This design comes from an exercise in tuning for small area and a short achievable clock period on the open sky130 flow, not from production work. At most, simulation tests tie the RTL to the original design; equivalence was not proved. Only the layout flow was run in run 2; the RTL was not checked for function there. Power and IR drop assume default switching activity.

==> flow/design.v <==
module jpeg_fb_writer #(
  parameter int unsigned       ADDR_W    = 32,
  parameter logic [ADDR_W-1:0] BASE_ADDR = 32'h0010_0000,
  parameter int unsigned       PIX_FMT   = 0
) (
  input  logic              clk,
  input  logic              reset,
  input  logic              in_valid_i,
  input  logic [15:0]       in_width_i,
  input  logic [15:0]       in_height_i,
  input  logic [15:0]       in_x_i,
  input  logic [15:0]       in_y_i,
  input  logic [7:0]        in_r_i,
  input  logic [7:0]        in_g_i,
  input  logic [7:0]        in_b_i,
  output logic              in_accept_o,
  output logic              wr_valid_o,
  output logic [ADDR_W-1:0] wr_addr_o,
  output logic [31:0]       wr_data_o,
  output logic [3:0]        wr_strb_o,
  input  logic              wr_ready_i,
  output logic              frame_done_o,
  output logic              busy_o,
  output logic [15:0]       crop_count_o,
  output logic              geom_err_o
);
  localparam int L = 14;   
  logic        active_q, start_pend_q, frame_done_q, geom_err_q;
  logic        s1_valid_q, s1_crop_q, wr_valid_q, strb_q;
  logic [15:0] s1_x_q;
  logic [7:0]  s1_one_q, s1_two_q, s1_neg_q;   
  logic        s1_y15_q;
  logic [7:0]  enc_one, enc_two, enc_neg;
  logic [16:0] y_ext;
  logic [23:0] s1_rgb_q;
  logic [L-1:0]  wr_lo_q;
  logic          wr_c_q;
  logic [29:L]   wr_a_q, wr_b_q;
  logic [23:0] wr_rgb_q;
  logic [15:0] wn_q, w_q, h_q, col_q, row_q, crop_cnt_q;
  logic        en, accept, hs, use_latched, in_bounds, start_ok, wr_load;
  logic        idle, count, col_last, last, frame_end;
  logic        active_d, start_pend_d, wr_valid_d, s1_valid_d;
  logic [15:0] w_used, h_used;
  logic [L:0]  lo_sum;
  logic [29:L] hi_sum;
  assign en          = !wr_valid_q | wr_ready_i;
  assign accept      = en & in_valid_i;
  assign hs          = wr_valid_q & wr_ready_i;
  assign idle        = !active_q & !frame_done_q;
  assign use_latched = active_q | start_pend_q;
  assign w_q         = ~wn_q;
  assign w_used      = use_latched ? w_q : in_width_i;
  assign h_used      = use_latched ? h_q : in_height_i;
  assign in_bounds   = (in_x_i < w_used) & (in_y_i < h_used);
  assign start_ok    = accept & in_bounds & !use_latched;
  assign y_ext = {in_y_i, 1'b0};
  always_comb begin
    for (int i = 0; i < 8; i++) begin
      enc_one[i] = y_ext[2*i+1] ^ y_ext[2*i];
      enc_two[i] = (y_ext[2*i+2] & !y_ext[2*i+1] & !y_ext[2*i]) | (!y_ext[2*i+2] & y_ext[2*i+1] & y_ext[2*i]);
      enc_neg[i] = y_ext[2*i+2] & !(y_ext[2*i+1] & y_ext[2*i]);
    end
  end
  wire [15:0] w    = w_q;
  wire [15:0] x    = s1_x_q;
  wire [7:0]  bone = s1_one_q;
  wire [7:0]  btwo = s1_two_q;
  wire [7:0]  bneg = s1_neg_q;
  wire        by15 = s1_y15_q;
  wire pp0_0 = ((bone[0] & w[0])) ^ bneg[0];
  wire pp0_1 = ((bone[0] & w[1]) | (btwo[0] & w[0])) ^ bneg[0];
  wire pp0_2 = ((bone[0] & w[2]) | (btwo[0] & w[1])) ^ bneg[0];
  wire pp0_3 = ((bone[0] & w[3]) | (btwo[0] & w[2])) ^ bneg[0];
  wire pp0_4 = ((bone[0] & w[4]) | (btwo[0] & w[3])) ^ bneg[0];
  wire pp0_5 = ((bone[0] & w[5]) | (btwo[0] & w[4])) ^ bneg[0];
  wire pp0_6 = ((bone[0] & w[6]) | (btwo[0] & w[5])) ^ bneg[0];
  wire pp0_7 = ((bone[0] & w[7]) | (btwo[0] & w[6])) ^ bneg[0];
  wire pp0_8 = ((bone[0] & w[8]) | (btwo[0] & w[7])) ^ bneg[0];
  wire pp0_9 = ((bone[0] & w[9]) | (btwo[0] & w[8])) ^ bneg[0];
  wire pp0_10 = ((bone[0] & w[10]) | (btwo[0] & w[9])) ^ bneg[0];
  wire pp0_11 = ((bone[0] & w[11]) | (btwo[0] & w[10])) ^ bneg[0];
  wire pp0_12 = ((bone[0] & w[12]) | (btwo[0] & w[11])) ^ bneg[0];
  wire pp0_13 = ((bone[0] & w[13]) | (btwo[0] & w[12])) ^ bneg[0];
  wire pp0_14 = ((bone[0] & w[14]) | (btwo[0] & w[13])) ^ bneg[0];
  wire pp0_15 = ((bone[0] & w[15]) | (btwo[0] & w[14])) ^ bneg[0];
  wire pp0_16 = ((btwo[0] & w[15])) ^ bneg[0];
  wire pp1_0 = ((bone[1] & w[0])) ^ bneg[1];
  wire pp1_1 = ((bone[1] & w[1]) | (btwo[1] & w[0])) ^ bneg[1];
  wire pp1_2 = ((bone[1] & w[2]) | (btwo[1] & w[1])) ^ bneg[1];
  wire pp1_3 = ((bone[1] & w[3]) | (btwo[1] & w[2])) ^ bneg[1];
  wire pp1_4 = ((bone[1] & w[4]) | (btwo[1] & w[3])) ^ bneg[1];
  wire pp1_5 = ((bone[1] & w[5]) | (btwo[1] & w[4])) ^ bneg[1];
  wire pp1_6 = ((bone[1] & w[6]) | (btwo[1] & w[5])) ^ bneg[1];
  wire pp1_7 = ((bone[1] & w[7]) | (btwo[1] & w[6])) ^ bneg[1];
  wire pp1_8 = ((bone[1] & w[8]) | (btwo[1] & w[7])) ^ bneg[1];
  wire pp1_9 = ((bone[1] & w[9]) | (btwo[1] & w[8])) ^ bneg[1];
  wire pp1_10 = ((bone[1] & w[10]) | (btwo[1] & w[9])) ^ bneg[1];
  wire pp1_11 = ((bone[1] & w[11]) | (btwo[1] & w[10])) ^ bneg[1];
  wire pp1_12 = ((bone[1] & w[12]) | (btwo[1] & w[11])) ^ bneg[1];
  wire pp1_13 = ((bone[1] & w[13]) | (btwo[1] & w[12])) ^ bneg[1];
  wire pp1_14 = ((bone[1] & w[14]) | (btwo[1] & w[13])) ^ bneg[1];
  wire pp1_15 = ((bone[1] & w[15]) | (btwo[1] & w[14])) ^ bneg[1];
  wire pp1_16 = ((btwo[1] & w[15])) ^ bneg[1];
  wire pp2_0 = ((bone[2] & w[0])) ^ bneg[2];
  wire pp2_1 = ((bone[2] & w[1]) | (btwo[2] & w[0])) ^ bneg[2];
  wire pp2_2 = ((bone[2] & w[2]) | (btwo[2] & w[1])) ^ bneg[2];
  wire pp2_3 = ((bone[2] & w[3]) | (btwo[2] & w[2])) ^ bneg[2];
  wire pp2_4 = ((bone[2] & w[4]) | (btwo[2] & w[3])) ^ bneg[2];
  wire pp2_5 = ((bone[2] & w[5]) | (btwo[2] & w[4])) ^ bneg[2];
  wire pp2_6 = ((bone[2] & w[6]) | (btwo[2] & w[5])) ^ bneg[2];
  wire pp2_7 = ((bone[2] & w[7]) | (btwo[2] & w[6])) ^ bneg[2];
  wire pp2_8 = ((bone[2] & w[8]) | (btwo[2] & w[7])) ^ bneg[2];
  wire pp2_9 = ((bone[2] & w[9]) | (btwo[2] & w[8])) ^ bneg[2];
  wire pp2_10 = ((bone[2] & w[10]) | (btwo[2] & w[9])) ^ bneg[2];
  wire pp2_11 = ((bone[2] & w[11]) | (btwo[2] & w[10])) ^ bneg[2];
  wire pp2_12 = ((bone[2] & w[12]) | (btwo[2] & w[11])) ^ bneg[2];
  wire pp2_13 = ((bone[2] & w[13]) | (btwo[2] & w[12])) ^ bneg[2];
  wire pp2_14 = ((bone[2] & w[14]) | (btwo[2] & w[13])) ^ bneg[2];
  wire pp2_15 = ((bone[2] & w[15]) | (btwo[2] & w[14])) ^ bneg[2];
  wire pp2_16 = ((btwo[2] & w[15])) ^ bneg[2];
  wire pp3_0 = ((bone[3] & w[0])) ^ bneg[3];
  wire pp3_1 = ((bone[3] & w[1]) | (btwo[3] & w[0])) ^ bneg[3];
  wire pp3_2 = ((bone[3] & w[2]) | (btwo[3] & w[1])) ^ bneg[3];
  wire pp3_3 = ((bone[3] & w[3]) | (btwo[3] & w[2])) ^ bneg[3];
  wire pp3_4 = ((bone[3] & w[4]) | (btwo[3] & w[3])) ^ bneg[3];
  wire pp3_5 = ((bone[3] & w[5]) | (btwo[3] & w[4])) ^ bneg[3];
  wire pp3_6 = ((bone[3] & w[6]) | (btwo[3] & w[5])) ^ bneg[3];
  wire pp3_7 = ((bone[3] & w[7]) | (btwo[3] & w[6])) ^ bneg[3];
  wire pp3_8 = ((bone[3] & w[8]) | (btwo[3] & w[7])) ^ bneg[3];
  wire pp3_9 = ((bone[3] & w[9]) | (btwo[3] & w[8])) ^ bneg[3];
  wire pp3_10 = ((bone[3] & w[10]) | (btwo[3] & w[9])) ^ bneg[3];
  wire pp3_11 = ((bone[3] & w[11]) | (btwo[3] & w[10])) ^ bneg[3];
  wire pp3_12 = ((bone[3] & w[12]) | (btwo[3] & w[11])) ^ bneg[3];
  wire pp3_13 = ((bone[3] & w[13]) | (btwo[3] & w[12])) ^ bneg[3];
  wire pp3_14 = ((bone[3] & w[14]) | (btwo[3] & w[13])) ^ bneg[3];
  wire pp3_15 = ((bone[3] & w[15]) | (btwo[3] & w[14])) ^ bneg[3];
  wire pp3_16 = ((btwo[3] & w[15])) ^ bneg[3];
  wire pp4_0 = ((bone[4] & w[0])) ^ bneg[4];
  wire pp4_1 = ((bone[4] & w[1]) | (btwo[4] & w[0])) ^ bneg[4];
  wire pp4_2 = ((bone[4] & w[2]) | (btwo[4] & w[1])) ^ bneg[4];
  wire pp4_3 = ((bone[4] & w[3]) | (btwo[4] & w[2])) ^ bneg[4];
  wire pp4_4 = ((bone[4] & w[4]) | (btwo[4] & w[3])) ^ bneg[4];
  wire pp4_5 = ((bone[4] & w[5]) | (btwo[4] & w[4])) ^ bneg[4];
  wire pp4_6 = ((bone[4] & w[6]) | (btwo[4] & w[5])) ^ bneg[4];
  wire pp4_7 = ((bone[4] & w[7]) | (btwo[4] & w[6])) ^ bneg[4];
  wire pp4_8 = ((bone[4] & w[8]) | (btwo[4] & w[7])) ^ bneg[4];
  wire pp4_9 = ((bone[4] & w[9]) | (btwo[4] & w[8])) ^ bneg[4];
  wire pp4_10 = ((bone[4] & w[10]) | (btwo[4] & w[9])) ^ bneg[4];
  wire pp4_11 = ((bone[4] & w[11]) | (btwo[4] & w[10])) ^ bneg[4];
  wire pp4_12 = ((bone[4] & w[12]) | (btwo[4] & w[11])) ^ bneg[4];
  wire pp4_13 = ((bone[4] & w[13]) | (btwo[4] & w[12])) ^ bneg[4];
  wire pp4_14 = ((bone[4] & w[14]) | (btwo[4] & w[13])) ^ bneg[4];
  wire pp4_15 = ((bone[4] & w[15]) | (btwo[4] & w[14])) ^ bneg[4];
  wire pp4_16 = ((btwo[4] & w[15])) ^ bneg[4];
  wire pp5_0 = ((bone[5] & w[0])) ^ bneg[5];
  wire pp5_1 = ((bone[5] & w[1]) | (btwo[5] & w[0])) ^ bneg[5];
  wire pp5_2 = ((bone[5] & w[2]) | (btwo[5] & w[1])) ^ bneg[5];
  wire pp5_3 = ((bone[5] & w[3]) | (btwo[5] & w[2])) ^ bneg[5];
  wire pp5_4 = ((bone[5] & w[4]) | (btwo[5] & w[3])) ^ bneg[5];
  wire pp5_5 = ((bone[5] & w[5]) | (btwo[5] & w[4])) ^ bneg[5];
  wire pp5_6 = ((bone[5] & w[6]) | (btwo[5] & w[5])) ^ bneg[5];
  wire pp5_7 = ((bone[5] & w[7]) | (btwo[5] & w[6])) ^ bneg[5];
  wire pp5_8 = ((bone[5] & w[8]) | (btwo[5] & w[7])) ^ bneg[5];
  wire pp5_9 = ((bone[5] & w[9]) | (btwo[5] & w[8])) ^ bneg[5];
  wire pp5_10 = ((bone[5] & w[10]) | (btwo[5] & w[9])) ^ bneg[5];
  wire pp5_11 = ((bone[5] & w[11]) | (btwo[5] & w[10])) ^ bneg[5];
  wire pp5_12 = ((bone[5] & w[12]) | (btwo[5] & w[11])) ^ bneg[5];
  wire pp5_13 = ((bone[5] & w[13]) | (btwo[5] & w[12])) ^ bneg[5];
  wire pp5_14 = ((bone[5] & w[14]) | (btwo[5] & w[13])) ^ bneg[5];
  wire pp5_15 = ((bone[5] & w[15]) | (btwo[5] & w[14])) ^ bneg[5];
  wire pp5_16 = ((btwo[5] & w[15])) ^ bneg[5];
  wire pp6_0 = ((bone[6] & w[0])) ^ bneg[6];
  wire pp6_1 = ((bone[6] & w[1]) | (btwo[6] & w[0])) ^ bneg[6];
  wire pp6_2 = ((bone[6] & w[2]) | (btwo[6] & w[1])) ^ bneg[6];
  wire pp6_3 = ((bone[6] & w[3]) | (btwo[6] & w[2])) ^ bneg[6];
  wire pp6_4 = ((bone[6] & w[4]) | (btwo[6] & w[3])) ^ bneg[6];
  wire pp6_5 = ((bone[6] & w[5]) | (btwo[6] & w[4])) ^ bneg[6];
  wire pp6_6 = ((bone[6] & w[6]) | (btwo[6] & w[5])) ^ bneg[6];
  wire pp6_7 = ((bone[6] & w[7]) | (btwo[6] & w[6])) ^ bneg[6];
  wire pp6_8 = ((bone[6] & w[8]) | (btwo[6] & w[7])) ^ bneg[6];
  wire pp6_9 = ((bone[6] & w[9]) | (btwo[6] & w[8])) ^ bneg[6];
  wire pp6_10 = ((bone[6] & w[10]) | (btwo[6] & w[9])) ^ bneg[6];
  wire pp6_11 = ((bone[6] & w[11]) | (btwo[6] & w[10])) ^ bneg[6];
  wire pp6_12 = ((bone[6] & w[12]) | (btwo[6] & w[11])) ^ bneg[6];
  wire pp6_13 = ((bone[6] & w[13]) | (btwo[6] & w[12])) ^ bneg[6];
  wire pp6_14 = ((bone[6] & w[14]) | (btwo[6] & w[13])) ^ bneg[6];
  wire pp6_15 = ((bone[6] & w[15]) | (btwo[6] & w[14])) ^ bneg[6];
  wire pp6_16 = ((btwo[6] & w[15])) ^ bneg[6];
  wire pp7_0 = ((bone[7] & w[0])) ^ bneg[7];
  wire pp7_1 = ((bone[7] & w[1]) | (btwo[7] & w[0])) ^ bneg[7];
  wire pp7_2 = ((bone[7] & w[2]) | (btwo[7] & w[1])) ^ bneg[7];
  wire pp7_3 = ((bone[7] & w[3]) | (btwo[7] & w[2])) ^ bneg[7];
  wire pp7_4 = ((bone[7] & w[4]) | (btwo[7] & w[3])) ^ bneg[7];
  wire pp7_5 = ((bone[7] & w[5]) | (btwo[7] & w[4])) ^ bneg[7];
  wire pp7_6 = ((bone[7] & w[6]) | (btwo[7] & w[5])) ^ bneg[7];
  wire pp7_7 = ((bone[7] & w[7]) | (btwo[7] & w[6])) ^ bneg[7];
  wire pp7_8 = ((bone[7] & w[8]) | (btwo[7] & w[7])) ^ bneg[7];
  wire pp7_9 = ((bone[7] & w[9]) | (btwo[7] & w[8])) ^ bneg[7];
  wire pp7_10 = ((bone[7] & w[10]) | (btwo[7] & w[9])) ^ bneg[7];
  wire pp7_11 = ((bone[7] & w[11]) | (btwo[7] & w[10])) ^ bneg[7];
  wire pp7_12 = ((bone[7] & w[12]) | (btwo[7] & w[11])) ^ bneg[7];
  wire pp7_13 = ((bone[7] & w[13]) | (btwo[7] & w[12])) ^ bneg[7];
  wire pp7_14 = ((bone[7] & w[14]) | (btwo[7] & w[13])) ^ bneg[7];
  wire pp7_15 = ((bone[7] & w[15]) | (btwo[7] & w[14])) ^ bneg[7];
  wire ms0, mc0;
  jfw_ha u_ms0 (.a(x[14]), .b(bneg[7]), .s(ms0), .co(mc0));
  wire ms1, mc1;
  jfw_ha u_ms1 (.a(x[15]), .b(pp0_15), .s(ms1), .co(mc1));
  wire ms2, mc2;
  jfw_ha u_ms2 (.a((by15 & w[0])), .b(pp0_16), .s(ms2), .co(mc2));
  wire ms3, mc3;
  jfw_fa u_ms3 (.a(1'b1), .b(~bneg[0]), .c((by15 & w[1])), .s(ms3), .co(mc3));
  wire ms4, mc4;
  jfw_ha u_ms4 (.a(x[8]), .b(bneg[4]), .s(ms4), .co(mc4));
  wire ms5, mc5;
  jfw_ha u_ms5 (.a(x[9]), .b(pp0_9), .s(ms5), .co(mc5));
  wire ms6, mc6;
  jfw_fa u_ms6 (.a(x[10]), .b(bneg[5]), .c(pp0_10), .s(ms6), .co(mc6));
  wire ms7, mc7;
  jfw_ha u_ms7 (.a(pp1_8), .b(pp2_6), .s(ms7), .co(mc7));
  wire ms8, mc8;
  jfw_fa u_ms8 (.a(x[11]), .b(pp0_11), .c(pp1_9), .s(ms8), .co(mc8));
  wire ms9, mc9;
  jfw_ha u_ms9 (.a(pp2_7), .b(pp3_5), .s(ms9), .co(mc9));
  wire ms10, mc10;
  jfw_fa u_ms10 (.a(x[12]), .b(bneg[6]), .c(pp0_12), .s(ms10), .co(mc10));
  wire ms11, mc11;
  jfw_fa u_ms11 (.a(pp1_10), .b(pp2_8), .c(pp3_6), .s(ms11), .co(mc11));
  wire ms12, mc12;
  jfw_ha u_ms12 (.a(pp4_4), .b(pp5_2), .s(ms12), .co(mc12));
  wire ms13, mc13;
  jfw_fa u_ms13 (.a(x[13]), .b(pp0_13), .c(pp1_11), .s(ms13), .co(mc13));
  wire ms14, mc14;
  jfw_fa u_ms14 (.a(pp2_9), .b(pp3_7), .c(pp4_5), .s(ms14), .co(mc14));
  wire ms15, mc15;
  jfw_ha u_ms15 (.a(pp5_3), .b(pp6_1), .s(ms15), .co(mc15));
  wire ms16, mc16;
  jfw_fa u_ms16 (.a(ms0), .b(pp0_14), .c(pp1_12), .s(ms16), .co(mc16));
  wire ms17, mc17;
  jfw_fa u_ms17 (.a(pp2_10), .b(pp3_8), .c(pp4_6), .s(ms17), .co(mc17));
  wire ms18, mc18;
  jfw_fa u_ms18 (.a(pp5_4), .b(pp6_2), .c(pp7_0), .s(ms18), .co(mc18));
  wire ms19, mc19;
  jfw_fa u_ms19 (.a(mc0), .b(pp1_13), .c(pp2_11), .s(ms19), .co(mc19));
  wire ms20, mc20;
  jfw_fa u_ms20 (.a(pp3_9), .b(pp4_7), .c(pp5_5), .s(ms20), .co(mc20));
  wire ms21, mc21;
  jfw_fa u_ms21 (.a(pp6_3), .b(pp7_1), .c(ms1), .s(ms21), .co(mc21));
  wire ms22, mc22;
  jfw_fa u_ms22 (.a(pp1_14), .b(pp2_12), .c(pp3_10), .s(ms22), .co(mc22));
  wire ms23, mc23;
  jfw_fa u_ms23 (.a(pp4_8), .b(pp5_6), .c(pp6_4), .s(ms23), .co(mc23));
  wire ms24, mc24;
  jfw_fa u_ms24 (.a(pp7_2), .b(mc1), .c(ms2), .s(ms24), .co(mc24));
  wire ms25, mc25;
  jfw_fa u_ms25 (.a(pp1_15), .b(pp2_13), .c(pp3_11), .s(ms25), .co(mc25));
  wire ms26, mc26;
  jfw_fa u_ms26 (.a(pp4_9), .b(pp5_7), .c(pp6_5), .s(ms26), .co(mc26));
  wire ms27, mc27;
  jfw_fa u_ms27 (.a(pp7_3), .b(mc2), .c(ms3), .s(ms27), .co(mc27));
  wire ms28, mc28;
  jfw_fa u_ms28 (.a((by15 & w[2])), .b(pp1_16), .c(pp2_14), .s(ms28), .co(mc28));
  wire ms29, mc29;
  jfw_fa u_ms29 (.a(pp3_12), .b(pp4_10), .c(pp5_8), .s(ms29), .co(mc29));
  wire ms30, mc30;
  jfw_fa u_ms30 (.a(pp6_6), .b(pp7_4), .c(mc3), .s(ms30), .co(mc30));
  wire ms31, mc31;
  jfw_fa u_ms31 (.a(1'b1), .b(~bneg[1]), .c((by15 & w[3])), .s(ms31), .co(mc31));
  wire ms32, mc32;
  jfw_fa u_ms32 (.a(pp2_15), .b(pp3_13), .c(pp4_11), .s(ms32), .co(mc32));
  wire ms33, mc33;
  jfw_fa u_ms33 (.a(pp5_9), .b(pp6_7), .c(pp7_5), .s(ms33), .co(mc33));
  wire ms34, mc34;
  jfw_fa u_ms34 (.a(1'b1), .b((by15 & w[4])), .c(pp2_16), .s(ms34), .co(mc34));
  wire ms35, mc35;
  jfw_fa u_ms35 (.a(pp3_14), .b(pp4_12), .c(pp5_10), .s(ms35), .co(mc35));
  wire ms36, mc36;
  jfw_ha u_ms36 (.a(pp6_8), .b(pp7_6), .s(ms36), .co(mc36));
  wire ms37, mc37;
  jfw_fa u_ms37 (.a(~bneg[2]), .b((by15 & w[5])), .c(pp3_15), .s(ms37), .co(mc37));
  wire ms38, mc38;
  jfw_fa u_ms38 (.a(pp4_13), .b(pp5_11), .c(pp6_9), .s(ms38), .co(mc38));
  wire ms39, mc39;
  jfw_fa u_ms39 (.a(1'b1), .b((by15 & w[6])), .c(pp3_16), .s(ms39), .co(mc39));
  wire ms40, mc40;
  jfw_ha u_ms40 (.a(pp4_14), .b(pp5_12), .s(ms40), .co(mc40));
  wire ms41, mc41;
  jfw_fa u_ms41 (.a(~bneg[3]), .b((by15 & w[7])), .c(pp4_15), .s(ms41), .co(mc41));
  wire ms42, mc42;
  jfw_ha u_ms42 (.a(1'b1), .b((by15 & w[8])), .s(ms42), .co(mc42));
  wire ms43, mc43;
  jfw_ha u_ms43 (.a(x[4]), .b(bneg[2]), .s(ms43), .co(mc43));
  wire ms44, mc44;
  jfw_ha u_ms44 (.a(x[5]), .b(pp0_5), .s(ms44), .co(mc44));
  wire ms45, mc45;
  jfw_fa u_ms45 (.a(x[6]), .b(bneg[3]), .c(pp0_6), .s(ms45), .co(mc45));
  wire ms46, mc46;
  jfw_ha u_ms46 (.a(pp1_4), .b(pp2_2), .s(ms46), .co(mc46));
  wire ms47, mc47;
  jfw_fa u_ms47 (.a(x[7]), .b(pp0_7), .c(pp1_5), .s(ms47), .co(mc47));
  wire ms48, mc48;
  jfw_ha u_ms48 (.a(pp2_3), .b(pp3_1), .s(ms48), .co(mc48));
  wire ms49, mc49;
  jfw_fa u_ms49 (.a(ms4), .b(pp0_8), .c(pp1_6), .s(ms49), .co(mc49));
  wire ms50, mc50;
  jfw_fa u_ms50 (.a(pp2_4), .b(pp3_2), .c(pp4_0), .s(ms50), .co(mc50));
  wire ms51, mc51;
  jfw_fa u_ms51 (.a(mc4), .b(pp1_7), .c(pp2_5), .s(ms51), .co(mc51));
  wire ms52, mc52;
  jfw_fa u_ms52 (.a(pp3_3), .b(pp4_1), .c(ms5), .s(ms52), .co(mc52));
  wire ms53, mc53;
  jfw_fa u_ms53 (.a(pp3_4), .b(pp4_2), .c(pp5_0), .s(ms53), .co(mc53));
  wire ms54, mc54;
  jfw_fa u_ms54 (.a(mc5), .b(ms7), .c(ms6), .s(ms54), .co(mc54));
  wire ms55, mc55;
  jfw_fa u_ms55 (.a(pp4_3), .b(pp5_1), .c(mc7), .s(ms55), .co(mc55));
  wire ms56, mc56;
  jfw_fa u_ms56 (.a(ms9), .b(mc6), .c(ms8), .s(ms56), .co(mc56));
  wire ms57, mc57;
  jfw_fa u_ms57 (.a(pp6_0), .b(mc9), .c(ms12), .s(ms57), .co(mc57));
  wire ms58, mc58;
  jfw_fa u_ms58 (.a(mc8), .b(ms10), .c(ms11), .s(ms58), .co(mc58));
  wire ms59, mc59;
  jfw_fa u_ms59 (.a(mc12), .b(ms15), .c(mc10), .s(ms59), .co(mc59));
  wire ms60, mc60;
  jfw_fa u_ms60 (.a(mc11), .b(ms13), .c(ms14), .s(ms60), .co(mc60));
  wire ms61, mc61;
  jfw_fa u_ms61 (.a(mc15), .b(mc13), .c(mc14), .s(ms61), .co(mc61));
  wire ms62, mc62;
  jfw_fa u_ms62 (.a(ms16), .b(ms17), .c(ms18), .s(ms62), .co(mc62));
  wire ms63, mc63;
  jfw_fa u_ms63 (.a(mc16), .b(mc17), .c(mc18), .s(ms63), .co(mc63));
  wire ms64, mc64;
  jfw_fa u_ms64 (.a(ms19), .b(ms20), .c(ms21), .s(ms64), .co(mc64));
  wire ms65, mc65;
  jfw_fa u_ms65 (.a(mc19), .b(mc20), .c(ms22), .s(ms65), .co(mc65));
  wire ms66, mc66;
  jfw_fa u_ms66 (.a(ms23), .b(mc21), .c(ms24), .s(ms66), .co(mc66));
  wire ms67, mc67;
  jfw_fa u_ms67 (.a(mc22), .b(mc23), .c(ms25), .s(ms67), .co(mc67));
  wire ms68, mc68;
  jfw_fa u_ms68 (.a(ms26), .b(mc24), .c(ms27), .s(ms68), .co(mc68));
  wire ms69, mc69;
  jfw_fa u_ms69 (.a(mc25), .b(mc26), .c(ms28), .s(ms69), .co(mc69));
  wire ms70, mc70;
  jfw_fa u_ms70 (.a(ms29), .b(mc27), .c(ms30), .s(ms70), .co(mc70));
  wire ms71, mc71;
  jfw_fa u_ms71 (.a(ms31), .b(mc28), .c(mc29), .s(ms71), .co(mc71));
  wire ms72, mc72;
  jfw_fa u_ms72 (.a(ms32), .b(ms33), .c(mc30), .s(ms72), .co(mc72));
  wire ms73, mc73;
  jfw_fa u_ms73 (.a(mc31), .b(ms36), .c(mc32), .s(ms73), .co(mc73));
  wire ms74, mc74;
  jfw_fa u_ms74 (.a(mc33), .b(ms34), .c(ms35), .s(ms74), .co(mc74));
  wire ms75, mc75;
  jfw_fa u_ms75 (.a(pp7_7), .b(mc36), .c(mc34), .s(ms75), .co(mc75));
  wire ms76, mc76;
  jfw_fa u_ms76 (.a(mc35), .b(ms37), .c(ms38), .s(ms76), .co(mc76));
  wire ms77, mc77;
  jfw_fa u_ms77 (.a(pp6_10), .b(pp7_8), .c(ms40), .s(ms77), .co(mc77));
  wire ms78, mc78;
  jfw_fa u_ms78 (.a(mc37), .b(mc38), .c(ms39), .s(ms78), .co(mc78));
  wire ms79, mc79;
  jfw_fa u_ms79 (.a(pp5_13), .b(pp6_11), .c(pp7_9), .s(ms79), .co(mc79));
  wire ms80, mc80;
  jfw_fa u_ms80 (.a(mc40), .b(mc39), .c(ms41), .s(ms80), .co(mc80));
  wire ms81, mc81;
  jfw_fa u_ms81 (.a(pp4_16), .b(pp5_14), .c(pp6_12), .s(ms81), .co(mc81));
  wire ms82, mc82;
  jfw_fa u_ms82 (.a(pp7_10), .b(ms42), .c(mc41), .s(ms82), .co(mc82));
  wire ms83, mc83;
  jfw_fa u_ms83 (.a(~bneg[4]), .b((by15 & w[9])), .c(mc42), .s(ms83), .co(mc83));
  wire ms84, mc84;
  jfw_fa u_ms84 (.a(pp5_15), .b(pp6_13), .c(pp7_11), .s(ms84), .co(mc84));
  wire ms85, mc85;
  jfw_fa u_ms85 (.a(1'b1), .b((by15 & w[10])), .c(pp5_16), .s(ms85), .co(mc85));
  wire ms86, mc86;
  jfw_ha u_ms86 (.a(pp6_14), .b(pp7_12), .s(ms86), .co(mc86));
  wire ms87, mc87;
  jfw_fa u_ms87 (.a(~bneg[5]), .b((by15 & w[11])), .c(pp6_15), .s(ms87), .co(mc87));
  wire ms88, mc88;
  jfw_ha u_ms88 (.a(1'b1), .b((by15 & w[12])), .s(ms88), .co(mc88));
  wire ms89, mc89;
  jfw_ha u_ms89 (.a(x[2]), .b(bneg[1]), .s(ms89), .co(mc89));
  wire ms90, mc90;
  jfw_ha u_ms90 (.a(x[3]), .b(pp0_3), .s(ms90), .co(mc90));
  wire ms91, mc91;
  jfw_fa u_ms91 (.a(ms43), .b(pp0_4), .c(pp1_2), .s(ms91), .co(mc91));
  wire ms92, mc92;
  jfw_fa u_ms92 (.a(mc43), .b(pp1_3), .c(pp2_1), .s(ms92), .co(mc92));
  wire ms93, mc93;
  jfw_fa u_ms93 (.a(pp3_0), .b(mc44), .c(ms46), .s(ms93), .co(mc93));
  wire ms94, mc94;
  jfw_fa u_ms94 (.a(mc46), .b(ms48), .c(mc45), .s(ms94), .co(mc94));
  wire ms95, mc95;
  jfw_fa u_ms95 (.a(mc48), .b(mc47), .c(ms49), .s(ms95), .co(mc95));
  wire ms96, mc96;
  jfw_fa u_ms96 (.a(mc49), .b(mc50), .c(ms51), .s(ms96), .co(mc96));
  wire ms97, mc97;
  jfw_fa u_ms97 (.a(mc51), .b(ms53), .c(mc52), .s(ms97), .co(mc97));
  wire ms98, mc98;
  jfw_fa u_ms98 (.a(mc53), .b(ms55), .c(mc54), .s(ms98), .co(mc98));
  wire ms99, mc99;
  jfw_fa u_ms99 (.a(mc55), .b(ms57), .c(mc56), .s(ms99), .co(mc99));
  wire ms100, mc100;
  jfw_fa u_ms100 (.a(mc57), .b(mc58), .c(ms59), .s(ms100), .co(mc100));
  wire ms101, mc101;
  jfw_fa u_ms101 (.a(mc59), .b(mc60), .c(ms61), .s(ms101), .co(mc101));
  wire ms102, mc102;
  jfw_fa u_ms102 (.a(mc61), .b(mc62), .c(ms63), .s(ms102), .co(mc102));
  wire ms103, mc103;
  jfw_fa u_ms103 (.a(mc63), .b(ms65), .c(mc64), .s(ms103), .co(mc103));
  wire ms104, mc104;
  jfw_fa u_ms104 (.a(mc65), .b(ms67), .c(mc66), .s(ms104), .co(mc104));
  wire ms105, mc105;
  jfw_fa u_ms105 (.a(mc67), .b(ms69), .c(mc68), .s(ms105), .co(mc105));
  wire ms106, mc106;
  jfw_fa u_ms106 (.a(mc69), .b(ms71), .c(mc70), .s(ms106), .co(mc106));
  wire ms107, mc107;
  jfw_fa u_ms107 (.a(mc71), .b(ms73), .c(mc72), .s(ms107), .co(mc107));
  wire ms108, mc108;
  jfw_fa u_ms108 (.a(mc73), .b(mc74), .c(ms75), .s(ms108), .co(mc108));
  wire ms109, mc109;
  jfw_fa u_ms109 (.a(mc75), .b(ms77), .c(mc76), .s(ms109), .co(mc109));
  wire ms110, mc110;
  jfw_fa u_ms110 (.a(ms79), .b(mc77), .c(mc78), .s(ms110), .co(mc110));
  wire ms111, mc111;
  jfw_fa u_ms111 (.a(mc79), .b(ms81), .c(mc80), .s(ms111), .co(mc111));
  wire ms112, mc112;
  jfw_fa u_ms112 (.a(mc81), .b(ms83), .c(ms84), .s(ms112), .co(mc112));
  wire ms113, mc113;
  jfw_fa u_ms113 (.a(ms86), .b(mc83), .c(mc84), .s(ms113), .co(mc113));
  wire ms114, mc114;
  jfw_fa u_ms114 (.a(pp7_13), .b(mc86), .c(mc85), .s(ms114), .co(mc114));
  wire ms115, mc115;
  jfw_fa u_ms115 (.a(pp6_16), .b(pp7_14), .c(ms88), .s(ms115), .co(mc115));
  wire ms116, mc116;
  jfw_fa u_ms116 (.a(~bneg[6]), .b((by15 & w[13])), .c(mc88), .s(ms116), .co(mc116));
  wire ms117, mc117;
  jfw_ha u_ms117 (.a(x[0]), .b(bneg[0]), .s(ms117), .co(mc117));
  wire ms118, mc118;
  jfw_ha u_ms118 (.a(x[1]), .b(pp0_1), .s(ms118), .co(mc118));
  wire ms119, mc119;
  jfw_fa u_ms119 (.a(ms89), .b(pp0_2), .c(pp1_0), .s(ms119), .co(mc119));
  wire ms120, mc120;
  jfw_fa u_ms120 (.a(mc89), .b(pp1_1), .c(ms90), .s(ms120), .co(mc120));
  wire ms121, mc121;
  jfw_fa u_ms121 (.a(pp2_0), .b(mc90), .c(ms91), .s(ms121), .co(mc121));
  wire ms122, mc122;
  jfw_fa u_ms122 (.a(ms44), .b(mc91), .c(ms92), .s(ms122), .co(mc122));
  wire ms123, mc123;
  jfw_fa u_ms123 (.a(mc92), .b(ms45), .c(ms93), .s(ms123), .co(mc123));
  wire ms124, mc124;
  jfw_fa u_ms124 (.a(ms47), .b(mc93), .c(ms94), .s(ms124), .co(mc124));
  wire ms125, mc125;
  jfw_fa u_ms125 (.a(ms50), .b(mc94), .c(ms95), .s(ms125), .co(mc125));
  wire ms126, mc126;
  jfw_fa u_ms126 (.a(ms52), .b(mc95), .c(ms96), .s(ms126), .co(mc126));
  wire ms127, mc127;
  jfw_fa u_ms127 (.a(mc96), .b(ms54), .c(ms97), .s(ms127), .co(mc127));
  wire ms128, mc128;
  jfw_fa u_ms128 (.a(ms56), .b(mc97), .c(ms98), .s(ms128), .co(mc128));
  wire ms129, mc129;
  jfw_fa u_ms129 (.a(ms58), .b(mc98), .c(ms99), .s(ms129), .co(mc129));
  wire ms130, mc130;
  jfw_fa u_ms130 (.a(ms60), .b(mc99), .c(ms100), .s(ms130), .co(mc130));
  wire ms131, mc131;
  jfw_fa u_ms131 (.a(ms62), .b(mc100), .c(ms101), .s(ms131), .co(mc131));
  wire ms132, mc132;
  jfw_fa u_ms132 (.a(mc101), .b(ms64), .c(ms102), .s(ms132), .co(mc132));
  wire ms133, mc133;
  jfw_fa u_ms133 (.a(mc102), .b(ms66), .c(ms103), .s(ms133), .co(mc133));
  wire ms134, mc134;
  jfw_fa u_ms134 (.a(ms68), .b(mc103), .c(ms104), .s(ms134), .co(mc134));
  wire ms135, mc135;
  jfw_fa u_ms135 (.a(ms70), .b(mc104), .c(ms105), .s(ms135), .co(mc135));
  wire ms136, mc136;
  jfw_fa u_ms136 (.a(ms72), .b(mc105), .c(ms106), .s(ms136), .co(mc136));
  wire ms137, mc137;
  jfw_fa u_ms137 (.a(ms74), .b(mc106), .c(ms107), .s(ms137), .co(mc137));
  wire ms138, mc138;
  jfw_fa u_ms138 (.a(ms76), .b(mc107), .c(ms108), .s(ms138), .co(mc138));
  wire ms139, mc139;
  jfw_fa u_ms139 (.a(ms78), .b(mc108), .c(ms109), .s(ms139), .co(mc139));
  wire ms140, mc140;
  jfw_fa u_ms140 (.a(ms80), .b(mc109), .c(ms110), .s(ms140), .co(mc140));
  wire ms141, mc141;
  jfw_fa u_ms141 (.a(ms82), .b(mc110), .c(ms111), .s(ms141), .co(mc141));
  wire ms142, mc142;
  jfw_fa u_ms142 (.a(mc82), .b(ms112), .c(mc111), .s(ms142), .co(mc142));
  wire ms143, mc143;
  jfw_fa u_ms143 (.a(ms85), .b(mc112), .c(ms113), .s(ms143), .co(mc143));
  wire ms144, mc144;
  jfw_fa u_ms144 (.a(ms87), .b(mc113), .c(ms114), .s(ms144), .co(mc144));
  wire ms145, mc145;
  jfw_fa u_ms145 (.a(mc87), .b(ms115), .c(mc114), .s(ms145), .co(mc145));
  wire ms146, mc146;
  jfw_fa u_ms146 (.a(pp7_15), .b(mc115), .c(ms116), .s(ms146), .co(mc146));
  wire [29:0] mra = {ms146, mc144, mc143, ms143, mc141, mc140, mc139, mc138, mc137, mc136, mc135, mc134, mc133, mc132, mc131, mc130, mc129, mc128, mc127, mc126, mc125, mc124, mc123, mc122, mc121, mc120, mc119, mc118, mc117, ms117};
  wire [29:0] mrb = {mc145, ms145, ms144, mc142, ms142, ms141, ms140, ms139, ms138, ms137, ms136, ms135, ms134, ms133, ms132, ms131, ms130, ms129, ms128, ms127, ms126, ms125, ms124, ms123, ms122, ms121, ms120, ms119, ms118, pp0_0};
  assign lo_sum      = {1'b0, mra[L-1:0]} + {1'b0, mrb[L-1:0]};
  assign wr_load     = en & s1_valid_q & !s1_crop_q;
  assign s1_valid_d  = en ? in_valid_i : s1_valid_q;
  assign wr_valid_d  = en ? (s1_valid_q & !s1_crop_q) : wr_valid_q;
  assign count       = active_q & hs;
  assign col_last    = col_q == 16'd1;
  assign last        = col_last & (row_q == 16'd1);
  assign frame_end   = count & last;
  assign active_d     = (idle & (start_pend_q | start_ok)) | (active_q & !frame_end);
  assign start_pend_d = frame_done_q & start_ok;
  always_ff @(posedge clk) begin
    if (en) begin
      s1_x_q    <= in_x_i;
      s1_one_q  <= enc_one;
      s1_two_q  <= enc_two;
      s1_neg_q  <= enc_neg;
      s1_y15_q  <= in_y_i[15];
      s1_rgb_q  <= {in_r_i, in_g_i, in_b_i};
      s1_crop_q <= !in_bounds;
    end
    if (wr_load) wr_rgb_q <= s1_rgb_q;
    if (start_ok) begin
      wn_q  <= ~in_width_i;
      h_q   <= in_height_i;
      col_q <= w_used;
      row_q <= in_height_i;
    end else if (count) begin
      col_q <= col_last ? w_used : col_q - 16'd1;
      if (col_last) row_q <= row_q - 16'd1;
    end
  end
  always_ff @(posedge clk) begin
    if (!reset) begin
      active_q     <= 1'b0;
      start_pend_q <= 1'b0;
      frame_done_q <= 1'b0;
      geom_err_q   <= 1'b0;
      s1_valid_q   <= 1'b0;
      wr_valid_q   <= 1'b0;
      strb_q       <= 1'b0;
      wr_lo_q      <= '0;
      wr_c_q       <= 1'b0;
      wr_a_q       <= '0;
      wr_b_q       <= '0;
      crop_cnt_q   <= '0;
    end else begin
      active_q     <= active_d;
      start_pend_q <= start_pend_d;
      frame_done_q <= frame_end;
      if (active_q & accept & ((in_width_i != w_q) | (in_height_i != h_q)))
        geom_err_q <= 1'b1;
      s1_valid_q   <= s1_valid_d;
      wr_valid_q   <= wr_valid_d;
      if (wr_load) begin
        strb_q  <= 1'b1;
        wr_lo_q <= lo_sum[L-1:0];
        wr_c_q  <= lo_sum[L];
        wr_a_q  <= mra[29:L];
        wr_b_q  <= mrb[29:L];
      end
      if (start_ok)
        crop_cnt_q <= 16'd0;
      else if (en & s1_valid_q & s1_crop_q & (crop_cnt_q != 16'hFFFF))
        crop_cnt_q <= crop_cnt_q + 16'd1;
    end
  end
  jfw_cpa_hi u_hi (.a(wr_a_q), .b(wr_b_q), .ci(wr_c_q), .s(hi_sum));
  jfw_accept u_acc (.wr_valid(wr_valid_q), .wr_ready(wr_ready_i), .accept(in_accept_o));
  assign wr_valid_o   = wr_valid_q;
  assign wr_addr_o    = {hi_sum, wr_lo_q, 2'b00};
  assign wr_data_o    = strb_q ? {8'h00, wr_rgb_q} : 32'd0;
  assign wr_strb_o    = {4{strb_q}};
  assign frame_done_o = frame_done_q;
  assign busy_o       = active_q | frame_done_q | s1_valid_q | wr_valid_q | start_pend_q;
  assign crop_count_o = crop_cnt_q;
  assign geom_err_o   = geom_err_q;
endmodule
module jfw_cpa_hi (input logic [29:14] a, b, input logic ci, output logic [29:14] s);
  logic [30-14:0] t;
  assign t = {a, 1'b1} + {b, ci};
  assign s = t[30-14:1];
endmodule
module jfw_accept (input logic wr_valid, wr_ready, output logic accept);
  assign accept = !wr_valid | wr_ready;
endmodule
module jfw_fa (input logic a, b, c, output logic s, co);
  assign s  = a ^ b ^ c;
  assign co = (a & b) | (c & (a ^ b));
endmodule
module jfw_ha (input logic a, b, output logic s, co);
  assign s  = a ^ b;
  assign co = a & b;
endmodule
==> flow/flow/run.sh <==
#!/bin/bash
# Own layout flow: the standard flow, with plain buf_1 cells as the port buffers
# (instead of the delay-cell buffer the resizer picks by default). Every port still gets
# its own buffer. The full make output goes to std_flow.log in the work folder.
set -euo pipefail
export BUFFER_PORTS_ARGS="-buffer_cell sky130_fd_sc_hd__buf_1"
bash standard.sh finish > std_flow.log 2>&1
==> flow/standard.sh <==
#!/bin/bash
# synth_recipe.tcl (not shown) runs the flow's synth.tcl, then flattens the netlist and writes it again
# the make line also repeats each setting of config.mk as NAME=value (left out here)
make -C /OpenROAD-flow-scripts/flow DESIGN_CONFIG=/design/flow/config.mk WORK_HOME=/design/flow/orfs CLKGATE_MAP_FILE= SYNTH_SCRIPT=/design/flow/synth_recipe.tcl "${@:-finish}"
==> flow/config.mk <==
export PLATFORM = sky130hd
export DESIGN_NAME = jpeg_fb_writer
export DESIGN_NICKNAME = jpeg_fb_writer
export VERILOG_FILES = /design/flow/design.v
export SDC_FILE = /design/flow/constraint.sdc
export NUM_CORES = 4
export LEC_CHECK = 0
export CAP_MARGIN = 20
export CORE_MARGIN = 2
export CORE_UTILIZATION = 40
export CTS_BUF_LIST = sky130_fd_sc_hd__clkbuf_8 sky130_fd_sc_hd__clkbuf_16
export CTS_CLUSTER_DIAMETER = 100
export CTS_CLUSTER_SIZE = 24
export SETUP_SLACK_MARGIN = 4.6
export SLEW_MARGIN = 20
export SYNTH_HIERARCHICAL = 1
==> flow/constraint.sdc <==
create_clock -name core_clock -period 9.0 [get_ports {clk}]
set_input_delay 1.8000 -clock core_clock [delete_from_list [all_inputs] [get_ports {clk}]]
set_output_delay 1.8000 -clock core_clock [all_outputs]
set_load 0.01 [all_outputs]
==> tab_implementation.tex, run 1 <==
\begin{tabular}{lr}
\hline
Metric & Value \\
\hline
\multicolumn{2}{l}{\textbf{Synthesis}} \\
\quad Number of distinct library cells after synthesis & 73 \\
\quad Number of synthesized register bits & around 220 \\
\quad Share of the yosys chip area belonging to registers & between 30 and 40\% \\
\quad Simple-gate area share of the yosys netlist & a little under an eighth \\
\quad Complex-gate fraction of the synthesized area & between 10\% and 20\% \\
\quad Count of flip-flops with a built-in enable after synthesis & between 150 and 200 \\
\quad Leading register cell type out of synthesis & edfxtp\_1 \\
\quad Per-instance average area after synthesis & roughly 11 um\^{}2 \\
\quad Synth Area in Adders & approximately 22\% \\
\quad Multiplexer fraction of the synthesized cell area & $\sim$2.4\% \\
\quad Largest family of logic cells by synthesized area & adder cells \\
\quad Post-synthesis cell count & between 1500 and 2000 \\
\quad Fraction of synthesis flops using an asynchronous set or reset pin & 0\% \\
\quad Cell area after synthesis & between 0.015 and 0.02 mm\^{}2 \\
\quad Count of warnings emitted by yosys & 7 \\
\quad Post-synthesis share of cell area spent on xor and xnor gates & between 10 and 15\% \\
\multicolumn{2}{l}{\textbf{STA}} \\
\quad Maximum achievable frequency & between 0.2 and 0.25 GHz \\
\quad Setup violations, final & 0 \\
\quad Unrepaired setup endpoints after global routing & yes \\
\quad Final number of max-transition violations & 0 \\
\quad Shortest clock period the worst path allows after layout & $\sim$4.3 ns \\
\quad Total Neg Setup Slack & 0 ns \\
\quad Number of endpoints with negative hold slack in the final report & 0 \\
\quad Slew of the pin with the lowest slew margin & between 1 and 1.5 ns \\
\quad Max\_slew headroom & about 33\% \\
\quad Max Clock Skew & around 0.021 ns \\
\quad Fraction of the cycle the final worst path needs & 47.5\% \\
\multicolumn{2}{l}{\textbf{Global routing}} \\
\quad Initial antenna violation count & 3 \\
\quad Maximum number of pins on one net before global-route repair & 78 \\
\quad Overall overflow remaining after global route & 0 \\
\quad Number of global-route vias before repair & 12500 \\
\quad GRT Overall Usage & 20.8\% \\
\quad Global-route wire length before repair & 71200 um \\
\multicolumn{2}{l}{\textbf{Critical path}} \\
\quad Worst path required time & around 7.2 ns \\
\quad Type of the setup path with the least slack & flop to output pin \\
\quad Worst Setup End Kind & output pin \\
\quad Crit path max fanout & 5 \\
\quad Arrival time at the worst endpoint & $\sim$2.5 ns \\
\quad Critical path launch point type & flop \\
\multicolumn{2}{l}{\textbf{Cells and area}} \\
\quad Leading cell type in the layout, fill and taps excluded & xnor2\_1 \\
\quad Top library cells by usage in the layout, fill and taps aside & xnor2\_1, buf\_1, edfxtp\_1, nand2\_1, fa\_1 \\
\quad Total Nets Final & 2046 \\
\quad Area growth from synthesis to layout & 12.4\% \\
\quad Number of cells in the finished layout apart from fillers & between 2000 and 2500 \\
\quad Fraction of layout instances using a drive strength above 1 & under 10\% \\
\multicolumn{2}{l}{\textbf{Clock tree}} \\
\quad H-tree depth & 1 \\
\quad Clock latency on the worst-skew pair & 0.50 ns \\
\quad Number of hold-repair buffers added at the cts stage & 0 \\
\quad TritonCTS buffer count & 14 \\
\quad Number of buffers on the longest clock path & 3 \\
\quad TritonCTS clock tree & built \\
\quad Clock transition at the register clock pins on the worst setup and hold paths after CTS & 0.09 ns \\
\quad Clock sink total & 224 \\
\quad Clock tree root driver cell & clkbuf\_16 \\
\multicolumn{2}{l}{\textbf{Drt}} \\
\quad Vias per std cell & 5.46 \\
\quad Remaining design rule violation count & 0 \\
\quad Total length of routed wires & 45500 um \\
\quad Post-DR wirelength/cell & around 20 um \\
\quad Number of DRC markers in iteration 0 & $\sim$850 \\
\quad Number of nets still failing antenna checks after routing & 0 \\
\quad Pre-Repair DR Iteration Count & 5 \\
\quad Via count & $\sim$12000 \\
\multicolumn{2}{l}{\textbf{Die}} \\
\quad Die outline width & 208 um \\
\quad Full die area & about 0.043 mm\^{}2 \\
\quad Effective utilization at floorplan & between 40\% and 50\% \\
\quad Core Area & approximately 0.041 mm\^{}2 \\
\quad Row Count & 74 \\
\quad Number of I/O pins & approximately 180 \\
\quad Die Height & between 200 and 250 um \\
\multicolumn{2}{l}{\textbf{Power and ir drop}} \\
\quad Total power & around 5300 uW \\
\quad Leakage power & roughly 0.007 uW \\
\quad Power density cells & approximately 280 mW/mm\^{}2 \\
\quad Peak ir drop on the vdd network & just over 0.2 mV \\
\multicolumn{2}{l}{\textbf{Place}} \\
\quad Weighted congestion reported at the end of routability-driven placement & just under 0.9 \\
\quad Placed wire-length estimate & 32800 um \\
\quad Instance count after placement with tap cells included & roughly 2200 \\
\quad \# port buffers & between 150 and 200 \\
\multicolumn{2}{l}{\textbf{Hold path}} \\
\quad Class of the worst hold path & flop to flop \\
\multicolumn{2}{l}{\textbf{Run status}} \\
\quad Result of the run & finished clean \\
\multicolumn{2}{l}{\textbf{Job}} \\
\quad Maxcap violations & 0 \\
\hline
\end{tabular}
-- cell families after synthesis --
group / count (synthesis)
AND/OR/NAND/NOR: 380
buffers and inverters: 161
adder cells (fa/ha/maj): 220
XOR/XNOR: 229
multiplexers: 40
AO/OA/AOI/OAI: 313
flip-flops: 224
other: 2
-- final cells by class --
cell class / count / area, um^2
timing repair buffer: 237 / 1240
clock buffer: 15 / 375
tap: 532 / 666
inverter: 55 / 249
clock inverter: 9 / 67.6
sequential: 224 / 6030
multi-input combinational: 1202 / 10100
fill: 3859 / 22300
antenna: 1 / 2.50
-- Yosys stat by module, one instance, submodules excluded --
module / cells inside / cell area (um^2) / copies in the design
jfw_cpa_hi: 105 / 788 / 1
jfw_ha: 1 / 12.5 / 22
jpeg_fb_writer: 1316 / 13100 / 1
jfw_fa: 1 / 20.0 / 125
jfw_accept: 1 / 6.26 / 1
-- state kept, by name, indices dropped and copies added (netlist names), 16 cells and up --
name,count
row_q,16
wr_b_q,16
wr_a_q,16
wn_q,16
s1_rgb_q,24
s1_x_q,16
h_q,16
wr_rgb_q,24
col_q,16
crop_cnt_q,16
-- final timing paths --
| check | slack [ns] | startpoint | endpoint | depth (start not counted) |
|---|---|---|---|---|
| worst max-delay path | 4.73 | wr_a_q[14]$_SDFFE_PN0P_ | wr_addr_o[26] | 7 |
| worst min-delay path | 0.43 | s1_rgb_q[0]$_DFFE_PN_ | wr_rgb_q[0]$_DFFE_PP_ | 0 |
| worst max register to register | 4.78 | wn_q[12]$_DFFE_PP_ | wr_lo_q[13]$_SDFFE_PN0P_ | 10 |
| worst min register to register | 0.43 | s1_rgb_q[0]$_DFFE_PN_ | wr_rgb_q[0]$_DFFE_PP_ | 0 |
-- routing by layer --
metal	global-route usage, %	part of all wire, %	up-vias
li1	-	-	5847
met1	28.9	44	6044
met2	32.8	45	454
met3	4.33	7.8	80
met4	5.68	2.9	4
met5	0	0.057	-
-- power breakdown --
group / leakage (uW) / internal, uW / switching [uW]
combinational: 0.00451 / 1440 / 1830
sequential: 0.00208 / 1270 / 115
clock: 0.000234 / 314 / 364
total: 0.00683 / 3020 / 2310
-- cells in the mapped netlist (4+ instances only) --
cell type | n | share of area [%]
buf_1 | 24 | 0.54
edfxtp_1 | 154 | 28
nand2_1 | 127 | 2.9
nor2b_1 | 26 | 0.97
inv_2 | 8 | 0.18
dfxtp_1 | 70 | 8.4
nand2b_1 | 15 | 0.56
nor2_2 | 10 | 0.37
nor4_1 | 16 | 0.60
xor2_1 | 50 | 2.6
o21ai_1 | 13 | 0.39
o22ai_1 | 122 | 4.6
mux2_1 | 5 | 0.34
and2_1 | 25 | 0.94
nor3b_1 | 4 | 0.18
a21o_1 | 14 | 0.63
nand4_1 | 23 | 0.86
and3_1 | 6 | 0.22
buf_4 | 15 | 0.67
nand3_1 | 38 | 1.1
inv_1 | 45 | 1.0
a211oi_1 | 5 | 0.22
clkbuf_1 | 63 | 1.4
fa_1 | 127 | 15
xnor2_1 | 179 | 9.4
o21a_1 | 4 | 0.18
o21ai_0 | 39 | 1.2
nor2_1 | 57 | 1.3
nand3b_1 | 7 | 0.31
mux2i_1 | 34 | 2.0
a21oi_1 | 80 | 2.4
ha_1 | 93 | 7.0
nor3_1 | 14 | 0.42
-- per-stage QoR --
stage | setup WS [ns] | instance area, um^2 | util [%] | hold slack (ns)
after global routing | 4.55 | 18800 | 45.7 | 0.434
after global placement | 3.55 | 17600 | 43.0 | 0.401
final | 4.73 | 18800 | 45.7 | 0.426
after detailed placement | 3.43 | 17600 | 43.0 | 0.405
after floorplan | 4.68 | 16800 | - | 0.400
after CTS | 4.60 | 18400 | 44.9 | 0.427
-- critical path: stages (launching register included) --
cell      delay (ns)
dfxtp_1         0.35
ha_1            0.35
a211oi_4        0.27
nor3_2          0.08
o211ai_2        0.34
mux2i_1         0.13
a311oi_1        0.29
clkbuf_2        0.19
-- what timing repair did --
| action | CTS | global route |
|---|---|---|
| cloned | 3 | 0 |
| pin swaps | 5 | 4 |
| endpoints found under the setup margin | 180 | 100 |
| gates resized for setup | 10 | 17 |
| setup buffers | 31 | 31 |
==> run 2, diff against run 1 <==
--- a/flow/design.v
+++ b/flow/design.v
@@ -519,16 +519,21 @@
       s1_rgb_q  <= {in_r_i, in_g_i, in_b_i};
       s1_crop_q <= !in_bounds;
     end
-    if (wr_load) wr_rgb_q <= s1_rgb_q;
+    if (wr_load) begin
+      wr_lo_q  <= lo_sum[L-1:0];
+      wr_c_q   <= lo_sum[L];
+      wr_a_q   <= mra[29:L];
+      wr_b_q   <= mrb[29:L];
+      wr_rgb_q <= s1_rgb_q;
+    end
     if (start_ok) begin
       wn_q  <= ~in_width_i;
       h_q   <= in_height_i;
-      col_q <= w_used;
-      row_q <= in_height_i;
-    end else if (count) begin
-      col_q <= col_last ? w_used : col_q - 16'd1;
-      if (col_last) row_q <= row_q - 16'd1;
     end
+    if (start_ok | count)
+      col_q <= (!count | col_last) ? w_used : col_q - 16'd1;
+    if (start_ok | (count & col_last))
+      row_q <= count ? row_q - 16'd1 : in_height_i;
   end
   always_ff @(posedge clk) begin
     if (!reset) begin
@@ -539,10 +544,6 @@
       s1_valid_q   <= 1'b0;
       wr_valid_q   <= 1'b0;
       strb_q       <= 1'b0;
-      wr_lo_q      <= '0;
-      wr_c_q       <= 1'b0;
-      wr_a_q       <= '0;
-      wr_b_q       <= '0;
       crop_cnt_q   <= '0;
     end else begin
       active_q     <= active_d;
@@ -552,23 +553,17 @@
         geom_err_q <= 1'b1;
       s1_valid_q   <= s1_valid_d;
       wr_valid_q   <= wr_valid_d;
-      if (wr_load) begin
-        strb_q  <= 1'b1;
-        wr_lo_q <= lo_sum[L-1:0];
-        wr_c_q  <= lo_sum[L];
-        wr_a_q  <= mra[29:L];
-        wr_b_q  <= mrb[29:L];
-      end
+      if (wr_load) strb_q <= 1'b1;
       if (start_ok)
         crop_cnt_q <= 16'd0;
       else if (en & s1_valid_q & s1_crop_q & (crop_cnt_q != 16'hFFFF))
         crop_cnt_q <= crop_cnt_q + 16'd1;
     end
   end
-  jfw_cpa_hi u_hi (.a(wr_a_q), .b(wr_b_q), .ci(wr_c_q), .s(hi_sum));
+  jfw_cpa_hi u_hi (.a(wr_a_q), .b(wr_b_q), .ci(wr_c_q), .en(strb_q), .s(hi_sum));
   jfw_accept u_acc (.wr_valid(wr_valid_q), .wr_ready(wr_ready_i), .accept(in_accept_o));
   assign wr_valid_o   = wr_valid_q;
-  assign wr_addr_o    = {hi_sum, wr_lo_q, 2'b00};
+  assign wr_addr_o    = {hi_sum, strb_q ? wr_lo_q : {L{1'b0}}, 2'b00};
   assign wr_data_o    = strb_q ? {8'h00, wr_rgb_q} : 32'd0;
   assign wr_strb_o    = {4{strb_q}};
   assign frame_done_o = frame_done_q;
@@ -576,9 +571,9 @@
   assign crop_count_o = crop_cnt_q;
   assign geom_err_o   = geom_err_q;
 endmodule
-module jfw_cpa_hi (input logic [29:14] a, b, input logic ci, output logic [29:14] s);
+module jfw_cpa_hi (input logic [29:14] a, b, input logic ci, en, output logic [29:14] s);
   logic [30-14:0] t;
-  assign t = {a, 1'b1} + {b, ci};
+  assign t = {a & {(30-14){en}}, 1'b1} + {b & {(30-14){en}}, ci & en};
   assign s = t[30-14:1];
 endmodule
 module jfw_accept (input logic wr_valid, wr_ready, output logic accept);
==> flow/config.mk (replaced) <==
export PLATFORM = sky130hd
export DESIGN_NAME = jpeg_fb_writer
export DESIGN_NICKNAME = jpeg_fb_writer
export VERILOG_FILES = /design/flow/design.v
export SDC_FILE = /design/flow/constraint.sdc
export NUM_CORES = 4
export LEC_CHECK = 0
export CAP_MARGIN = 20
export CORE_MARGIN = 2
export CORE_UTILIZATION = 40
export CTS_BUF_LIST = sky130_fd_sc_hd__clkbuf_4 sky130_fd_sc_hd__clkbuf_8
export SETUP_SLACK_MARGIN = 4.3
export SLEW_MARGIN = 20
export SYNTH_HIERARCHICAL = 1
==> tab_implementation.tex, run 2 <==
\begin{tabular}{lr}
\hline
Metric & Value \\
\hline
\multicolumn{2}{l}{\textbf{Synthesis}} \\
\quad Post-synthesis share of cell area spent on xor and xnor gates & 12.1\% \\
\quad Count of warnings emitted by yosys & 7 \\
\quad Synth Area in Adders & between 20\% and 30\% \\
\quad Number of synthesized register bits & roughly 220 \\
\quad Ranking of synthesized cells by instance count & edfxtp\_1, xnor2\_1, fa\_1, o22ai\_1, ha\_1 \\
\quad Count of flip-flops with a built-in enable after synthesis & 201 \\
\quad Fraction of synthesis flops using an asynchronous set or reset pin & 0\% \\
\quad Top-count cell post-synth & edfxtp\_1 \\
\quad Largest family of logic cells by synthesized area & adder cells \\
\quad Cell area after synthesis & 0.0168 mm\^{}2 \\
\quad Post-synthesis cell type with the largest combined area & edfxtp\_1 \\
\quad Cell types with the largest area share after synthesis & edfxtp\_1, fa\_1, xnor2\_1 \\
\quad Number of distinct library cells after synthesis & 68 \\
\quad Post-synthesis cell count & between 1000 and 1500 \\
\quad Complex-gate fraction of the synthesized area & a little over 10\% \\
\quad Per-instance average area after synthesis & approximately 11 um\^{}2 \\
\quad Leading register cell type out of synthesis & edfxtp\_1 \\
\quad Multiplexer fraction of the synthesized cell area & approximately 1.7\% \\
\quad Share of the yosys chip area belonging to registers & 38.8\% \\
\quad Simple-gate area share of the yosys netlist & between 10\% and 20\% \\
\quad Fraction of synthesized cell area taken by the top area cell type & 36.0\% \\
\multicolumn{2}{l}{\textbf{STA}} \\
\quad Fraction of the cycle the final worst path needs & between 50 and 60\% \\
\quad Setup violations, final & 0 \\
\quad Slew of the pin with the lowest slew margin & 1.04 ns \\
\quad Number of endpoints with negative hold slack in the final report & 0 \\
\quad Minimum hold slack & 0.415 ns \\
\quad Final number of max-transition violations & 0 \\
\quad Worst Slack Setup Final & 4.37 ns \\
\quad Maximum achievable frequency & 0.216 GHz \\
\quad Max Clock Skew & just under 0.03 ns \\
\quad Max\_slew headroom & a little under a third \\
\quad Total Neg Setup Slack & 0 ns \\
\quad Unrepaired setup endpoints after global routing & yes \\
\quad Shortest clock period the worst path allows after layout & about 4.6 ns \\
\multicolumn{2}{l}{\textbf{Die}} \\
\quad Die Height & roughly 210 um \\
\quad Number of I/O pins & roughly 180 \\
\quad Full die area & about 0.044 mm\^{}2 \\
\quad Core Area & around 0.04 mm\^{}2 \\
\quad Row Count & 74 \\
\quad Effective utilization at floorplan & approximately two fifths \\
\quad Die outline width & approximately 210 um \\
\multicolumn{2}{l}{\textbf{Global routing}} \\
\quad Maximum number of pins on one net before global-route repair & just over 70 \\
\quad GRT Overall Usage & about 20\% \\
\quad Initial antenna violation count & 0 \\
\quad Overall overflow remaining after global route & 0 \\
\quad Global-route wire length before repair & $\sim$69000 um \\
\quad Number of global-route vias before repair & 12000 \\
\multicolumn{2}{l}{\textbf{Clock tree}} \\
\quad Number of hold-repair buffers added at the cts stage & 0 \\
\quad Clock latency on the worst-skew pair & $\sim$0.6 ns \\
\quad Clock transition at the register clock pins on the worst setup and hold paths after CTS & 0.06 ns \\
\quad H-tree depth & 2 \\
\quad Clock sink total & between 200 and 250 \\
\quad Number of buffers on the longest clock path & 3 \\
\quad TritonCTS clock tree & built \\
\quad Clock tree root driver cell & clkbuf\_8 \\
\quad TritonCTS buffer count & 42 \\
\multicolumn{2}{l}{\textbf{Critical path}} \\
\quad Library cell contributing the largest single delay on the critical path & or4\_4 \\
\quad Critical Path, Cell by Cell & buf\_6 -> and2\_1 -> fa\_2 -> nand3\_2 -> a21oi\_2 -> or4\_4 -> a21oi\_2 -> xnor2\_1 -> buf\_2 \\
\quad Crit path max fanout & 6 \\
\quad Cell repeated most along the worst path & a21oi\_2 \\
\quad Delay of the slowest critical-path stage & about 0.5 ns \\
\quad Type of the setup path with the least slack & flop to output pin \\
\quad Worst path required time & between 7 and 8 ns \\
\quad Arrival time at the worst endpoint & approximately 2.8 ns \\
\quad Critical path launch point type & flop \\
\quad Worst Setup End Kind & output pin \\
\multicolumn{2}{l}{\textbf{Power and ir drop}} \\
\quad Leakage power & about 0.007 uW \\
\quad Peak ir drop on the vdd network & approximately 0.19 mV \\
\quad Total power & roughly 5400 uW \\
\quad Power density cells & about 290 mW/mm\^{}2 \\
\multicolumn{2}{l}{\textbf{Drt}} \\
\quad Post-DR wirelength/cell & $\sim$20 um \\
\quad Vias per std cell & 5.40 \\
\quad Routed length on met3 & between 3000 and 4000 um \\
\quad Pre-Repair DR Iteration Count & 5 \\
\quad Number of DRC markers in iteration 0 & $\sim$840 \\
\quad Wire length on met1 & between 15000 and 20000 um \\
\quad Wire length on met2 & around 21000 um \\
\quad Number of nets still failing antenna checks after routing & 0 \\
\quad Top Metal Used & met4 \\
\quad Via count & 11900 \\
\quad Total length of routed wires & 44700 um \\
\quad Remaining design rule violation count & 0 \\
\multicolumn{2}{l}{\textbf{Place}} \\
\quad Placement Setup Slack & $\sim$4 ns \\
\quad Placed wire-length estimate & between 30000 and 40000 um \\
\quad Weighted congestion reported at the end of routability-driven placement & between 0.8 and 0.9 \\
\quad \# port buffers & 170 \\
\multicolumn{2}{l}{\textbf{Cells and area}} \\
\quad Number of inserted diodes & 0 \\
\quad Leading cell type in the layout, fill and taps excluded & edfxtp\_1 \\
\quad Area growth from synthesis to layout & 12.9\% \\
\quad Final core occ & a little under half \\
\quad Fraction of layout instances using a drive strength above 1 & around 9.2\% \\
\quad Top library cells by usage in the layout, fill and taps aside & edfxtp\_1, buf\_1, xnor2\_1, fa\_1, o22ai\_1 \\
\quad Top Registers & s1\_rgb\_q x24, wr\_rgb\_q x24 \\
\quad FILL cells & 3905 \\
\quad Total Nets Final & approximately 2000 \\
\multicolumn{2}{l}{\textbf{Job}} \\
\quad Maxcap violations & 0 \\
\multicolumn{2}{l}{\textbf{Run status}} \\
\quad Result of the run & finished clean \\
\multicolumn{2}{l}{\textbf{Hold path}} \\
\quad Class of the worst hold path & flop to flop \\
\hline
\end{tabular}
-- run 2: cell types whose count changed after synthesis, moves of 6 or more --
cell / before / now
a21o_1: 14 / 8
a21oi_1: 80 / 40
and2_1: 25 / 72
clkbuf_1: 63 / 55
dfxtp_1: 70 / 23
edfxtp_1: 154 / 201
nand2_1: 127 / 75
nand3_1: 38 / 21
nor2_1: 57 / 51
nor4_1: 16 / 6
o21ai_0: 39 / 50
xnor2_1: 179 / 165
xor2_1: 50 / 66
-- run 2: metal layers --
layer | GRT usage, % | up-vias
li1 | - | 5533
met1 | 28.0 | 5827
met2 | 33.1 | 444
met3 | 4.04 | 73
met4 | 6.26 | 0
met5 | 0 | -
-- run 2: cell families (layout without fill, tap and decap cells) --
logic type | after synthesis | in the layout
AO/OA/AOI/OAI | 273 | 273
XOR/XNOR | 231 | 231
adder cells (fa/ha/maj) | 220 | 220
buffers and inverters | 148 | 326
flip-flops | 224 | 224
multiplexers | 29 | 29
other | 2 | 17
AND/OR/NAND/NOR | 348 | 348
-- run 2: worst max-delay path, delay by kind of cell (launching register included) --
| kind | cells | cell delay (ns) |
|---|---|---|
| simple gates | 3 | 0.76 |
| flops | 1 | 0.37 |
| compound gates | 2 | 0.26 |
| buf+inv | 2 | 0.29 |
| xor+xnor | 1 | 0.14 |
| fa+ha+maj | 1 | 0.42 |
-- run 2: per-stage QoR --
step	cell area (um^2)	std cells
3_3_place_gp	17800	2109
3_5_place_dp	17800	2109
2_1_floorplan	16800	1490
6_report	18900	2200
4_1_cts	18800	2189
5_1_grt	18900	2200
-- run 2: area by class of cell --
cell class	count	area, um^2	share of cell area, %
timing repair buffer	200	958	5.07
sequential	224	6500	34.4
tap	532	666	3.52
clock inverter	18	155	0.820
inverter	54	206	1.09
clock buffer	54	668	3.53
multi-input combinational	1118	9770	51.6
-- run 2: report_power, final --
group	switching, uW	leakage, uW	internal, uW	total, uW
registers	90.8	0.00213	1520	1620
logic	1550	0.00432	1270	2820
clock network	430	0.000433	568	998
-- run 2: what timing repair did --
| item | 4_1_cts | 5_1_grt |
|---|---|---|
| endpoints found under the setup margin | 10 | 9 |
| resized for setup | 12 | 11 |
| buffers inserted | 8 | 11 |
| cloned | 0 | 0 |
| pin swaps | 2 | 0 |
-- run 2: path summary, 6_finish.rpt --
| path | from | end | slack (ns) | depth (start not counted) |
|---|---|---|---|---|
| setup / recovery | strb_q$_SDFFE_PN0P_ | wr_addr_o[29] | 4.37 | 9 |
| setup reg to reg | wn_q[10]$_DFFE_PP_ | wr_lo_q[12]$_DFFE_PP_ | 4.65 | 10 |
| hold reg to reg | s1_rgb_q[21]$_DFFE_PN_ | wr_rgb_q[21]$_DFFE_PP_ | 0.41 | 0 |
| hold / removal | s1_rgb_q[21]$_DFFE_PN_ | wr_rgb_q[21]$_DFFE_PP_ | 0.41 | 0 |
-- run 2: modules after synthesis, one instance, submodules excluded --
module          cells inside  flip-flops and latches  copies in the design
jfw_accept                 1                       0                     1
jfw_cpa_hi               142                       0                     1
jfw_fa                     1                       0                   125
jfw_ha                     1                       0                    22
jpeg_fb_writer          1185                     224                     1

==> static timing again, ports no longer ideal <==
Ports are ideal in the flow. The routed layouts listed here were re-timed in OpenROAD.
Step 1 assumes that a clkbuf_16 drives the clock port and a buf_2 every other input.
Step 2, shift: input delay + t, output delay - t, t = (earliest + latest rising clock arrival at the registers) / 2. This alone moves slack from input paths to output paths.
Three values: ideal, step 1, step 2; two values: the first two.
run	shift t [ns]	setup WS [ns]	hold WS [ns]
run 1	0.550	4.727 / 4.670 / 4.216	0.426 / 0.426 / 0.426
run 2	0.631	4.371 / 4.323 / 4.055	0.415 / 0.415 / 0.415
After both steps setup and hold are still met in every run listed. For run 1, which loses most, drivers alone change the setup slack by -0.057 ns; drivers and shift together by -0.511 ns.
